Context: an optimization exercise on an open-source flow, tuned for small area and a short achievable clock period. The choices shown serve that exercise and are no tape-out recipe.
Where RTL was checked, it was by simulation tests only, not by an equivalence proof against the original.
Function not checked in runs 2 and 3: the RTL went through the layout flow alone.
Power is estimated from default activity; no workload was simulated.

File: flow/design.v
`default_nettype none
module decode_stage (
  input  logic        clk,
  input  logic        rst_n,
  input  logic [31:0] instrF,
  input  logic [31:0] pcPlus4F,
  input  logic        stallD,
  input  logic        forwardAD,
  input  logic        forwardBD,
  input  logic [31:0] aluOutM,
  input  logic        regWriteW,
  input  logic [4:0]  writeRegW,
  input  logic [31:0] resultW,
  output logic [31:0] instrD,
  output logic [31:0] pcPlus4D,
  output logic [31:0] rd1D,
  output logic [31:0] rd2D,
  output logic [4:0]  rsD,
  output logic [4:0]  rtD,
  output logic [4:0]  rdD,
  output logic [31:0] signImmD,
  output logic [31:0] pcBranchD,
  output logic        pcSrcD
);
  localparam logic [5:0] c_OP_BEQ = 6'b000100;
  localparam logic [5:0] c_OP_BNE = 6'b000101;
  localparam logic [5:0] c_OP_J   = 6'b000010;
  logic [31:0] r_instr;
  logic [31:0] r_pc4;
  logic [31:0] r_regs [32];
  logic        w_wr_en;
  logic [5:0]  w_op;
  logic [31:0] w_cmp_a;
  logic [31:0] w_cmp_b;
  logic        w_taken;
  logic [31:0] w_target;
  always_ff @(posedge clk) begin
    if (!rst_n) begin
      r_instr <= '0;
      r_pc4   <= '0;
    end else if (!stallD) begin
      if (pcSrcD) begin
        r_instr <= '0;
        r_pc4   <= '0;
      end else begin
        r_instr <= instrF;
        r_pc4   <= pcPlus4F;
      end
    end
  end
  assign w_wr_en = regWriteW && (writeRegW != 5'd0);
  always_ff @(posedge clk) begin
    if (!rst_n) begin
      for (int i = 0; i < 32; i++) begin
        r_regs[i] <= '0;
      end
    end else if (w_wr_en) begin
      r_regs[writeRegW] <= resultW;
    end
  end
  assign instrD   = r_instr;
  assign pcPlus4D = r_pc4;
  assign rsD      = r_instr[25:21];
  assign rtD      = r_instr[20:16];
  assign rdD      = r_instr[15:11];
  assign signImmD = {{16{r_instr[15]}}, r_instr[15:0]};
  assign w_op     = r_instr[31:26];
  always_comb begin
    rd1D = r_regs[rsD];
    rd2D = r_regs[rtD];
    if (w_wr_en && (writeRegW == rsD)) rd1D = resultW;
    if (w_wr_en && (writeRegW == rtD)) rd2D = resultW;
    if (rsD == 5'd0) rd1D = '0;
    if (rtD == 5'd0) rd2D = '0;
  end
  assign w_cmp_a = forwardAD ? aluOutM : rd1D;
  assign w_cmp_b = forwardBD ? aluOutM : rd2D;
  always_comb begin
    w_taken  = 1'b0;
    w_target = r_pc4 + {signImmD[29:0], 2'b00};
    case (w_op)
      c_OP_BEQ: w_taken = (w_cmp_a == w_cmp_b);
      c_OP_BNE: w_taken = (w_cmp_a != w_cmp_b);
      c_OP_J: begin
        w_taken  = 1'b1;
        w_target = {r_pc4[31:28], r_instr[25:0], 2'b00};
      end
      default: w_taken = 1'b0;
    endcase
  end
  assign pcSrcD    = w_taken & ~stallD;
  assign pcBranchD = w_target;
endmodule
`default_nettype wire
File: flow/run.sh
#!/bin/bash
# synth_recipe.tcl (not shown) runs the flow's synth.tcl, then flattens the netlist and writes it again
# the make line also repeats each setting of config.mk as NAME=value (left out here)
make -C /OpenROAD-flow-scripts/flow DESIGN_CONFIG=/design/flow/config.mk WORK_HOME=/design/flow/orfs CLKGATE_MAP_FILE= SYNTH_SCRIPT=/design/flow/synth_recipe.tcl finish
File: flow/config.mk
export PLATFORM = sky130hd
export DESIGN_NAME = decode_stage
export DESIGN_NICKNAME = decode_stage
export VERILOG_FILES = /design/flow/design.v
export SDC_FILE = /design/flow/constraint.sdc
export NUM_CORES = 4
export LEC_CHECK = 0
export CAP_MARGIN = 20
export CORE_MARGIN = 2
export CORE_UTILIZATION = 40
export SLEW_MARGIN = 20
File: flow/constraint.sdc
create_clock -name core_clock -period 8.0 [get_ports {clk}]
set_input_delay 1.6000 -clock core_clock [delete_from_list [all_inputs] [get_ports {clk}]]
set_output_delay 1.6000 -clock core_clock [all_outputs]
set_load 0.01 [all_outputs]
==> results.toml, run 1 <==
[die]
core_area_um2 = 156000
dieWidth_um = 401
initial_utilization_pct = 40.3
chipHeight_um = 401
num_rows = 145
die_area_um2 = 161000
num_io_pins = 347

[synth]
synth_mux_area_share_pct = 20.3
synthAdderAreaFrac_pct = 0.607
netlist_top_cells_area = "edfxtp_1 (49%), mux4_2 (13%), mux2i_1 (6.5%)"
synth_cell_types = 96
synth_top_family_by_area = "multiplexers"
synth_xor_area_share_pct = 1.30
yosysMostFrequentCell = "edfxtp_1"
ys_dominant_reg_cell = "edfxtp_1"
synth_top_area_share_pct = 48.7
seq_area_frac_synth_pct = 51.1
syn_area_per_cell_um2 = 12.9
synth_edf_count = 1024
synth-simple-area-share_pct = 14.7
post-synth-top-area-cell = "edfxtp_1"
netlist_area_um2 = 63100
synth_compound_area_share_pct = 7.08
ys_ff_latch = 1098
async_reset_ff_share_pct = 0
yosys_warnings = 1
synthesis.instances = 4881
synthTopCellsByCount = "edfxtp_1 (1024), and2_1 (617), mux2i_1 (412), nor3_1 (387), mux4_2 (361)"

[sta]
finalCriticalPeriod_ps = 7660
setup_violations = 0
slew_headroom_pct = 15.9
post-route-period-util_pct = 95.7
rsz0062_at_grt = "no"
drv_slew = 0
skew_ps = 43.4
fmax_mhz = 131
hold_viol = 0
tightest_slew_ps = 1260

[routing]
firstDrtPassIters = 6
detail_route.iter0.violations = 8011
wl_mm = 293
antenna_left = 0
wl_per_cell_um = 39.6
via_per_inst = 6.70
vias = 49500
drc_errors = 0

[flow_run]
maxCapViolations = 0

[setup_path]
crit_type = "reg2out"
crit_family = "simple AND/OR/NAND/NOR gates"
cp.arrival_ps = 6060
regToRegSetupSlack_ps = 2180
slowest_stage = "dfxtp_4"
start_kind = "flip-flop"
critPathRequiredTime_ps = 6400
path_buf_inv = 3
crit_chain = "buf_12 > and2_1 > a22oi_1 > a21oi_1 > nor3_1 > a211oi_1 > xor2_1 > nor4_2 > buf_4 > a41oi_1 > or3_4 > or3b_2 > a31oi_1 > dlymetal6s2s_1"
max_stage_delay_ps = 870
end_kind = "output port"
worst-path-max-fanout = 33

[global_route]
grt_pass1_wl_mm = 396
antenna_found_initial = 39
grt_use_total_pct = 35.5
gr-total-overflow = 0
grt_max_degree = 113
grt_pass1_vias = 47300

[clock_tree]
h-tree-depth = 3
clkSlewWorstSetupHoldPaths_ps = 60
worstSkewPairLatency_ps = 810
postCtsHoldBufs = 0
cts_sinks = 1098
cts.path.max_buffers = 3
cts_buffers = 121
cts_root_buf = "clkbuf_16"
cts_tree = "built"

[place]
place_inst = 7148
dpl_cell_area_um2 = 70400
gp_congestion = 1.03
hpwl_mm = 194
place.port_buffers = 346

[cells_and_area]
nNetsFinal = 5387
fin_area_um2 = 74400
fin_cells = 7390
syn2layout_area_growth_pct = 17.9
utilization_pct = 47.6
drive_gt1_share_pct = 21.6

[pwr]
leakage_nw = 25.0
ir_drop_uv = 187
power_density_nw_per_um2 = 210

[outcome]
outcome = "no timing/DRC/antenna violations"

[hold_path]
hold_path_class = "reg2reg"
-- metal layers --
layer | track usage, % | wire length [µm] | part of all wire [%]
met1 | 46.7 | 107000 | 37
met3 | 12.4 | 43200 | 15
met2 | 51.4 | 124000 | 42
met4 | 19.0 | 18000 | 6.2
met5 | 0 | 258 | 0.088
-- registers in the layout, indices dropped and copies added, names as in the netlist, named ones only --
register / flops
r_regs: 1024
r_instr: 32
r_pc4: 32
-- metrics by stage --
step	hold WS (ps)	setup TNS (ps)	setup slack [ps]	power (W)
4_1_cts	586	0	3.43	0.0155
3_3_place_gp	568	-156	-156	0.0100
6_report	581	0	342	0.0156
5_1_grt	610	0	268	0.0159
2_1_floorplan	584	0	1120	0.00845
3_5_place_dp	577	-190	-190	0.0100
-- cell type report --
type / instances / area [µm²]
Inverter: 44 / 165
Timing Repair Buffer: 750 / 7040
Clock inverter: 84 / 654
Multi-Input combinational cell: 3203 / 28500
Tap cell: 2058 / 2570
Clock buffer: 141 / 3150
Antenna cell: 12 / 30.0
Fill cell: 13900 / 82000
Sequential cell: 1098 / 32300
-- logic make-up (layout without fill, tap and decap cells) --
| kind of cell | Yosys count | count (layout) |
|---|---|---|
| mux | 799 | 799 |
| xor+xnor | 94 | 94 |
| simple gates | 1606 | 1606 |
| fa+ha+maj | 30 | 30 |
| other cells | 1 | 44 |
| buf+inv | 611 | 1019 |
| compound gates | 642 | 642 |
| flops | 1098 | 1098 |
-- worst paths after layout --
path | to | cells after the start | from
worst max-delay path | pcSrcD | 14 | flip-flop
worst min-delay path | r_pc4[15]$_SDFFE_PN0N_ | 2 | r_pc4[15]$_SDFFE_PN0N_
worst max register to register | r_pc4[29]$_SDFFE_PN0N_ | 15 | flip-flop
worst min register to register | r_pc4[15]$_SDFFE_PN0N_ | 2 | r_pc4[15]$_SDFFE_PN0N_
-- worst reg2reg max path: cells and delay by family, from the launching register on --
family | cells | cell delay, ps
and+or+nand+nor | 5 | 1870
buffers and inverters | 4 | 1100
DFF | 1 | 870
AOI/OAI and AO/OA | 5 | 1700
xor gates and xnor gates | 1 | 190
-- repair_timing --
item / in CTS / in global routing
buffers inserted: 2 / 2
setup endpoints to repair: 1 / 1
resized for setup: 6 / 5
pin swaps: 0 / 1
-- where the power goes --
part / internal [W] / total [W] / switching [W]
logic: 0.00128 / 0.00325 / 0.00197
registers: 0.00659 / 0.00683 / 0.000235
clock network: 0.00306 / 0.00555 / 0.00249
total: 0.0109 / 0.0156 / 0.00470
-- layout by cell type (no fill, tap or decap), drive strengths merged, types with 44 or more instances in the layout --
cell / count
dfxtp: 74
nand2: 124
clkinv: 66
mux4: 379
clkdlybuf4s50: 340
o21ai: 107
mux2i: 413
nor2: 139
nor3: 388
a22oi: 157
a21oi: 117
buf: 407
clkbuf: 141
xnor2: 50
xor2: 44
nand3: 79
nor4: 86
and2: 618
edfxtp: 1024
inv: 49
==> run 2, diff against run 1 <==
--- a/flow/design.v
+++ b/flow/design.v
@@ -27,13 +27,7 @@
   localparam logic [5:0] c_OP_J   = 6'b000010;
   logic [31:0] r_instr;
   logic [31:0] r_pc4;
-  logic [31:0] r_regs [32];
-  logic        w_wr_en;
-  logic [5:0]  w_op;
-  logic [31:0] w_cmp_a;
-  logic [31:0] w_cmp_b;
-  logic        w_taken;
-  logic [31:0] w_target;
+  logic [31:0] r_regs [1:31];
   always_ff @(posedge clk) begin
     if (!rst_n) begin
       r_instr <= '0;
@@ -48,14 +42,19 @@
       end
     end
   end
-  assign w_wr_en = regWriteW && (writeRegW != 5'd0);
+  logic [31:1] w_wsel;
+  logic [31:1] w_wen;
+  logic [31:0] w_wdata;
+  always_comb begin
+    for (int k = 1; k < 32; k++) begin
+      w_wsel[k] = regWriteW && (writeRegW == 5'(k));
+      w_wen[k]  = !rst_n || w_wsel[k];
+    end
+  end
+  assign w_wdata = rst_n ? resultW : '0;
   always_ff @(posedge clk) begin
-    if (!rst_n) begin
-      for (int i = 0; i < 32; i++) begin
-        r_regs[i] <= '0;
-      end
-    end else if (w_wr_en) begin
-      r_regs[writeRegW] <= resultW;
+    for (int k = 1; k < 32; k++) begin
+      if (w_wen[k]) r_regs[k] <= w_wdata;
     end
   end
   assign instrD   = r_instr;
@@ -64,23 +63,55 @@
   assign rtD      = r_instr[20:16];
   assign rdD      = r_instr[15:11];
   assign signImmD = {{16{r_instr[15]}}, r_instr[15:0]};
-  assign w_op     = r_instr[31:26];
+  logic [31:1] w_sel1, w_sel2;
+  logic [31:0] w_reg1, w_reg2;
   always_comb begin
-    rd1D = r_regs[rsD];
-    rd2D = r_regs[rtD];
-    if (w_wr_en && (writeRegW == rsD)) rd1D = resultW;
-    if (w_wr_en && (writeRegW == rtD)) rd2D = resultW;
-    if (rsD == 5'd0) rd1D = '0;
-    if (rtD == 5'd0) rd2D = '0;
+    w_reg1 = '0;
+    w_reg2 = '0;
+    for (int k = 1; k < 32; k++) begin
+      w_sel1[k] = (rsD == 5'(k));
+      w_sel2[k] = (rtD == 5'(k));
+      w_reg1 = w_reg1 | ({32{w_sel1[k]}} & r_regs[k]);
+      w_reg2 = w_reg2 | ({32{w_sel2[k]}} & r_regs[k]);
+    end
   end
-  assign w_cmp_a = forwardAD ? aluOutM : rd1D;
-  assign w_cmp_b = forwardBD ? aluOutM : rd2D;
+  logic w_byp1, w_byp2;
+  assign w_byp1 = regWriteW && (writeRegW == rsD) && (rsD != 5'd0);
+  assign w_byp2 = regWriteW && (writeRegW == rtD) && (rtD != 5'd0);
+  assign rd1D = w_byp1 ? resultW : w_reg1;
+  assign rd2D = w_byp2 ? resultW : w_reg2;
+  logic eq_ar, eq_a2, eq_r2, eq_1a, eq_1r, eq_12, w_eq;
+  assign eq_ar = (aluOutM == resultW);
+  assign eq_a2 = (aluOutM == w_reg2);
+  assign eq_r2 = (resultW == w_reg2);
+  assign eq_1a = (w_reg1  == aluOutM);
+  assign eq_1r = (w_reg1  == resultW);
+  assign eq_12 = (w_reg1  == w_reg2);
+  always_comb begin
+    if (forwardAD) begin
+      if (forwardBD)   w_eq = 1'b1;
+      else if (w_byp2) w_eq = eq_ar;
+      else             w_eq = eq_a2;
+    end else if (w_byp1) begin
+      if (forwardBD)   w_eq = eq_ar;
+      else if (w_byp2) w_eq = 1'b1;
+      else             w_eq = eq_r2;
+    end else begin
+      if (forwardBD)   w_eq = eq_1a;
+      else if (w_byp2) w_eq = eq_1r;
+      else             w_eq = eq_12;
+    end
+  end
+  logic [5:0]  w_op;
+  logic        w_taken;
+  logic [31:0] w_target;
+  assign w_op = r_instr[31:26];
   always_comb begin
     w_taken  = 1'b0;
     w_target = r_pc4 + {signImmD[29:0], 2'b00};
     case (w_op)
-      c_OP_BEQ: w_taken = (w_cmp_a == w_cmp_b);
-      c_OP_BNE: w_taken = (w_cmp_a != w_cmp_b);
+      c_OP_BEQ: w_taken = w_eq;
+      c_OP_BNE: w_taken = !w_eq;
       c_OP_J: begin
         w_taken  = 1'b1;
         w_target = {r_pc4[31:28], r_instr[25:0], 2'b00};
--- a/flow/config.mk
+++ b/flow/config.mk
@@ -7,5 +7,6 @@
 export LEC_CHECK = 0
 export CAP_MARGIN = 20
 export CORE_MARGIN = 2
-export CORE_UTILIZATION = 40
+export CORE_UTILIZATION = 60
+export SETUP_SLACK_MARGIN = 3.5
 export SLEW_MARGIN = 20
==> run 2 against run 1 <==
The run now fails in 5_1_grt. Synthesized area down 20%. Synthesized cell count down 19%.
==> results.toml, run 2 <==
[synth]
netlist_top_cells_area = "edfxtp_1 (59%), a22oi_1 (8.2%), and3_1 (4.1%)"
netlist_area_um2 = 50600
seq_area_frac_synth_pct = 61.5
synthesis.instances = 3939
synth_cell_types = 80
synth_edf_count = 992
ys_ff_latch = 1056
yosys_warnings = 2
synth_top_area_share_pct = 58.9
synthTopCellsByCount = "edfxtp_1 (992), a22oi_1 (549), and3_1 (335), clkbuf_1 (261), nor2_1 (138)"
yosysMostFrequentCell = "edfxtp_1"
post-synth-top-area-cell = "edfxtp_1"
async_reset_ff_share_pct = 0
syn_area_per_cell_um2 = 12.8
ys_dominant_reg_cell = "edfxtp_1"

[die]
dieWidth_um = 294
chipHeight_um = 294
num_io_pins = 347
num_rows = 106
initial_utilization_pct = 60.5

[clock_tree]
h-tree-depth = 3
cts.path.max_buffers = 3
cts_buffers = 106
cts_root_buf = "clkbuf_16"
cts_sinks = 1056
postCtsHoldBufs = 0

[outcome]
error_line = "[ERROR GRT-0232] Routing congestion too high. Check the congestion heatmap in the GUI."
outcome = "aborted with a tool error"
stop_stage = "5_1_grt"

[global_route]
grt_max_degree = 77
grt_use_total_pct = 65.9
gr-total-overflow = 2

[place]
gp_congestion = 1.14
hpwl_mm = 157
place_inst = 5227
place.port_buffers = 346
==> run 2: cell count changes after synthesis, sizes merged, moves of 125 or more <==
cell / before / now
and2: 618 / 56
mux2i: 413 / 15
a22oi: 157 / 549
mux4: 379 / 0
nor3: 388 / 30
and3: 43 / 335
buf: 235 / 110
==> run 2: power groups by stage <==
stage / Combinational [W] / Sequential, W / Clock [W]
4_1_cts: 0.00392 / 0.00692 / 0.00480
3_5_place_dp: 0.00348 / 0.00704 / 0
3_3_place_gp: 0.00344 / 0.00702 / 0
2_1_floorplan: 0.00170 / 0.00691 / 0
==> run 2: per-layer routing <==
metal / overflow / global-route usage [%]
met1: 2 / 72.7
met2: 0 / 79.8
met3: 0 / 50.9
met4: 0 / 54.4
met5: 0 / 20.4
==> run 2: logic make-up after synthesis <==
logic type                 synth area share (%)
adders and majority gates                 0.757
buffers and inverters                      3.41
AOI/OAI and AO/OA                          17.8
xor gates and xnor gates                   2.72
DFF                                        61.5
muxes                                      1.17
and+or+nand+nor                            12.7
==> run 2: timing repair <==
action,in CTS
pin swaps,107
buffers inserted,233
resized for setup,525
endpoints found under the setup margin,161
gates cloned,15
==> run 2: worst max-delay path by stage <==
stage	endpoint	cells past startpoint	slack (ps)
floorplan	pcSrcD	15	1900
global placement	pcSrcD	13	350
detailed placement	pcSrcD	13	340
CTS	pcSrcD	17	1310
==> run 2: stage by stage <==
| step | hold WS, ps | cell area [µm²] | power [W] | setup slack [ps] | util, % |
|---|---|---|---|---|---|
| after floorplan | 575 | 51200 | 0.00861 | 1900 | - |
| after global placement | 553 | 56800 | 0.0105 | 354 | 68.0 |
| after detailed placement | 562 | 57000 | 0.0105 | 336 | 68.2 |
| after CTS | 575 | 64000 | 0.0156 | 1310 | 76.6 |
==> run 3, diff against run 2 <==
--- a/flow/design.v
+++ b/flow/design.v
@@ -63,30 +63,52 @@
   assign rtD      = r_instr[20:16];
   assign rdD      = r_instr[15:11];
   assign signImmD = {{16{r_instr[15]}}, r_instr[15:0]};
+  logic [4:0]  w_rsF, w_rtF;
   logic [31:1] w_sel1, w_sel2;
-  logic [31:0] w_reg1, w_reg2;
+  logic [31:0] w_regF1, w_regF2;
+  logic        w_bypF1, w_bypF2;
+  logic [31:0] r_rd1, r_rd2;
+  assign w_rsF = instrF[25:21];
+  assign w_rtF = instrF[20:16];
   always_comb begin
-    w_reg1 = '0;
-    w_reg2 = '0;
+    w_regF1 = '0;
+    w_regF2 = '0;
     for (int k = 1; k < 32; k++) begin
-      w_sel1[k] = (rsD == 5'(k));
-      w_sel2[k] = (rtD == 5'(k));
-      w_reg1 = w_reg1 | ({32{w_sel1[k]}} & r_regs[k]);
-      w_reg2 = w_reg2 | ({32{w_sel2[k]}} & r_regs[k]);
+      w_sel1[k] = (w_rsF == 5'(k));
+      w_sel2[k] = (w_rtF == 5'(k));
+      w_regF1 = w_regF1 | ({32{w_sel1[k]}} & r_regs[k]);
+      w_regF2 = w_regF2 | ({32{w_sel2[k]}} & r_regs[k]);
     end
   end
+  assign w_bypF1 = regWriteW && (writeRegW == w_rsF) && (w_rsF != 5'd0);
+  assign w_bypF2 = regWriteW && (writeRegW == w_rtF) && (w_rtF != 5'd0);
   logic w_byp1, w_byp2;
   assign w_byp1 = regWriteW && (writeRegW == rsD) && (rsD != 5'd0);
   assign w_byp2 = regWriteW && (writeRegW == rtD) && (rtD != 5'd0);
-  assign rd1D = w_byp1 ? resultW : w_reg1;
-  assign rd2D = w_byp2 ? resultW : w_reg2;
+  always_ff @(posedge clk) begin
+    if (!rst_n) begin
+      r_rd1 <= '0;
+      r_rd2 <= '0;
+    end else if (stallD) begin
+      if (w_byp1) r_rd1 <= resultW;
+      if (w_byp2) r_rd2 <= resultW;
+    end else if (pcSrcD) begin
+      r_rd1 <= '0;
+      r_rd2 <= '0;
+    end else begin
+      r_rd1 <= w_bypF1 ? resultW : w_regF1;
+      r_rd2 <= w_bypF2 ? resultW : w_regF2;
+    end
+  end
+  assign rd1D = w_byp1 ? resultW : r_rd1;
+  assign rd2D = w_byp2 ? resultW : r_rd2;
   logic eq_ar, eq_a2, eq_r2, eq_1a, eq_1r, eq_12, w_eq;
   assign eq_ar = (aluOutM == resultW);
-  assign eq_a2 = (aluOutM == w_reg2);
-  assign eq_r2 = (resultW == w_reg2);
-  assign eq_1a = (w_reg1  == aluOutM);
-  assign eq_1r = (w_reg1  == resultW);
-  assign eq_12 = (w_reg1  == w_reg2);
+  assign eq_a2 = (aluOutM == r_rd2);
+  assign eq_r2 = (resultW == r_rd2);
+  assign eq_1a = (r_rd1   == aluOutM);
+  assign eq_1r = (r_rd1   == resultW);
+  assign eq_12 = (r_rd1   == r_rd2);
   always_comb begin
     if (forwardAD) begin
       if (forwardBD)   w_eq = 1'b1;
--- a/flow/config.mk
+++ b/flow/config.mk
@@ -7,6 +7,6 @@
 export LEC_CHECK = 0
 export CAP_MARGIN = 20
 export CORE_MARGIN = 2
-export CORE_UTILIZATION = 60
+export CORE_UTILIZATION = 50
 export SETUP_SLACK_MARGIN = 3.5
 export SLEW_MARGIN = 20
==> run 3 against run 2 <==
The run now finishes clean. Synthesized cell count is 1.7% lower. Synthesized area is 0.80% higher.
==> results.toml, run 3 <==
[sta]
finalCriticalPeriod_ps = 6460
hold_viol = 0
post-route-period-util_pct = 80.7
drv_slew = 0
skew_ps = 31.4
fmax_mhz = 155
rsz0062_at_grt = "yes"
hold_ws_ps = 496
tightest_slew_ps = 1260
setup_violations = 0
finalSetupTns_ps = 0
slew_headroom_pct = 15.5

[pwr]
p_switching_w = 0.00423
seq_power_share_pct = 48.6
leakage_nw = 22.7
swShare_pct = 28.1
internal_power_w = 0.0108
power_density_nw_per_um2 = 232
ir_drop_uv = 325
p_clk_share_pct = 36.3
comb_power_share_pct = 15.0

[global_route]
grt_pass1_wl_mm = 357
antenna_found_initial = 21
grt_use_total_pct = 50.6
grt_max_degree = 74
grt_pass1_vias = 42700
gr-total-overflow = 0

[place]
place_inst = 5418
hpwl_mm = 157
gp_congestion = 1.03
place.port_buffers = 346

[synth]
netlist_top_cells_area = "edfxtp_1 (58%), a22o_1 (6.4%), a22oi_1 (6.1%)"
synth_cell_types = 71
seq_area_frac_synth_pct = 63.5
synth_edf_count = 992
synthTopCellsByCount = "edfxtp_1 (992), a22oi_1 (411), a22o_1 (375), clkbuf_1 (249), a221oi_1 (244)"
synthesis.instances = 3872
synth_top_area_share_pct = 58.5
yosys_warnings = 2
yosysMostFrequentCell = "edfxtp_1"
syn_area_per_cell_um2 = 13.2
netlist_area_um2 = 51000
ys_dominant_reg_cell = "edfxtp_1"
async_reset_ff_share_pct = 0
ys_ff_latch = 1120
post-synth-top-area-cell = "edfxtp_1"

[die]
die_area_um2 = 104000
initial_utilization_pct = 50.2
num_rows = 117
core_area_um2 = 101000
num_io_pins = 347
dieWidth_um = 323
chipHeight_um = 323

[setup_path]
start_kind = "primary input"
end_kind = "output port"
crit_type = "in2out"
worst-path-max-fanout = 8
cp.arrival_ps = 4860
critPathRequiredTime_ps = 6400
regToRegSetupSlack_ps = 3000

[routing]
firstDrtPassIters = 13
antenna_left = 0
vias = 47000
wl_per_cell_um = 46.3
wl_mm = 272
detail_route.iter0.violations = 11300
drc_errors = 0
via_per_inst = 8.00

[clock_tree]
h-tree-depth = 3
cts_sinks = 1120
cts_tree = "built"
postCtsHoldBufs = 0
cts_root_buf = "clkbuf_16"
cts_buffers = 113
clkSlewWorstSetupHoldPaths_ps = 60
cts.path.max_buffers = 3
worstSkewPairLatency_ps = 770

[cells_and_area]
nNetsFinal = 4573
drive_gt1_share_pct = 23.4
largest_reg_flops = 992
final_common_cell = "edfxtp_1"
syn2layout_area_growth_pct = 27.2
fin_cells = 5881
layout_common_cells = "edfxtp_1 (992), a22oi_1 (411), a22o_1 (375)"
largest-register = "r_regs"

[flow_run]
maxCapViolations = 0

[hold_path]
hold_path_class = "reg2reg"

[outcome]
outcome = "no timing/DRC/antenna violations"
[run 3: power by group through the flow]
| stage | sequential [W] | clock, W | combinational [W] |
|---|---|---|---|
| after floorplan | 0.00726 | 0 | 0.000846 |
| after global placement | 0.00740 | 0 | 0.00185 |
| after global routing | 0.00734 | 0.00568 | 0.00227 |
| after CTS | 0.00728 | 0.00544 | 0.00201 |
| after detailed placement | 0.00740 | 0 | 0.00185 |
| final | 0.00732 | 0.00547 | 0.00226 |
[run 3: cell type report]
| cell class | count | area (µm²) |
|---|---|---|
| antenna | 12 | 30.0 |
| clock buffer | 135 | 2990 |
| clock inverter | 77 | 762 |
| fill | 7662 | 36600 |
| inverter | 66 | 264 |
| multi-input combinational | 2330 | 19000 |
| sequential | 1120 | 32400 |
| tap | 1368 | 1710 |
| timing repair buffer | 773 | 7620 |
[run 3: final timing paths]
kind / endpoint / startpoint / cells after the start
setup / recovery: pcSrcD / writeRegW[4] / 15
hold / removal: r_pc4[1]$_SDFFE_PN0N_ / r_pc4[1]$_SDFFE_PN0N_ / 1
setup reg to reg: r_instr[0]$_SDFFE_PN0N_ / r_instr[16]$_SDFFE_PN0N_ / 19
hold reg to reg: r_pc4[1]$_SDFFE_PN0N_ / r_pc4[1]$_SDFFE_PN0N_ / 1
[run 3: what timing repair did]
| action | in CTS | in global routing |
|---|---|---|
| cloned | 8 | 10 |
| resized for setup | 749 | 173 |
| endpoints found under the setup margin | 221 | 217 |
| buffers inserted | 151 | 67 |
| pin swaps | 67 | 62 |
[run 3: stage by stage]
stage                     instance area, µm²  util (%)  total power [W]  setup WS [ps]
after floorplan                        51100         -          0.00811           2250
after global placement                 56900      56.0          0.00925            566
after detailed placement               56900      56.1          0.00925            559
after CTS                              63200      62.3           0.0147           1730
after global routing                   64800      63.9           0.0153           1510
final                                  64800      63.9           0.0151           1540
[run 3: kinds of logic after synthesis]
logic type | after synthesis | synth area share, %
AO/OA/AOI/OAI | 1408 | 21.7
flip-flops | 1120 | 63.5
AND/OR/NAND/NOR | 716 | 7.20
buffers and inverters | 423 | 3.76
XOR/XNOR | 151 | 2.60
adder cells (fa/ha/maj) | 30 | 0.751
multiplexers | 24 | 0.518
[run 3: worst max-delay path, cell delays in order]
cell,delay (ps)
buf_6,100
or2_4,250
buf_6,110
buf_6,110
o21ai_4,170
buf_8,170
and4_1,230
nor2_2,70
a222oi_1,800
a31oi_1,190
a221o_1,390
nor3_4,250
a2bb2oi_4,240
nor2_2,40
buf_2,130
[run 3: routing by layer]
metal	global-route usage (%)	wire, µm
met1	61.1	87200
met2	70.1	109000
met3	25.4	50900
met4	35.0	25200
met5	0	170

[afterwards: timing with drivers on the ports]
The flow's constraints put no driver on any port. The routed layouts listed below were extracted and timed again, unchanged, in two steps.
Step 1 (the two cells are an assumption about what drives the block):
set clk [get_ports {clk}]
set_driving_cell -lib_cell sky130_fd_sc_hd__clkbuf_16 $clk
set_driving_cell -lib_cell sky130_fd_sc_hd__buf_2 [delete_from_list [all_inputs] $clk]
Step 2 adds t to the input delays and takes it off the output delays; t is the mean of the earliest and latest rising clock arrival at the registers after step 1. Input paths then give back, and output paths get back, about the clock's delay inside the block.
Slacks: ideal ports / drivers / drivers and shift; pairs: ideal ports / drivers.
run | t (ns) | slack for setup (ns) | slew at the worst register clock pin (ns) | worst data-port slew with drivers (ns) | cell pins on the clock port's net
run 1 | 0.865 | 0.342 / 0.263 / 0.275 | 0.07 / 0.07 | 0.11 | 1
run 3 | 0.821 | 1.541 / 1.479 / 1.479 | 0.07 / 0.07 | 0.14 | 1
After both steps setup and hold are still met in every run listed. For run 1, which loses most, drivers alone change the setup slack by -0.079 ns; drivers and shift together by -0.067 ns.
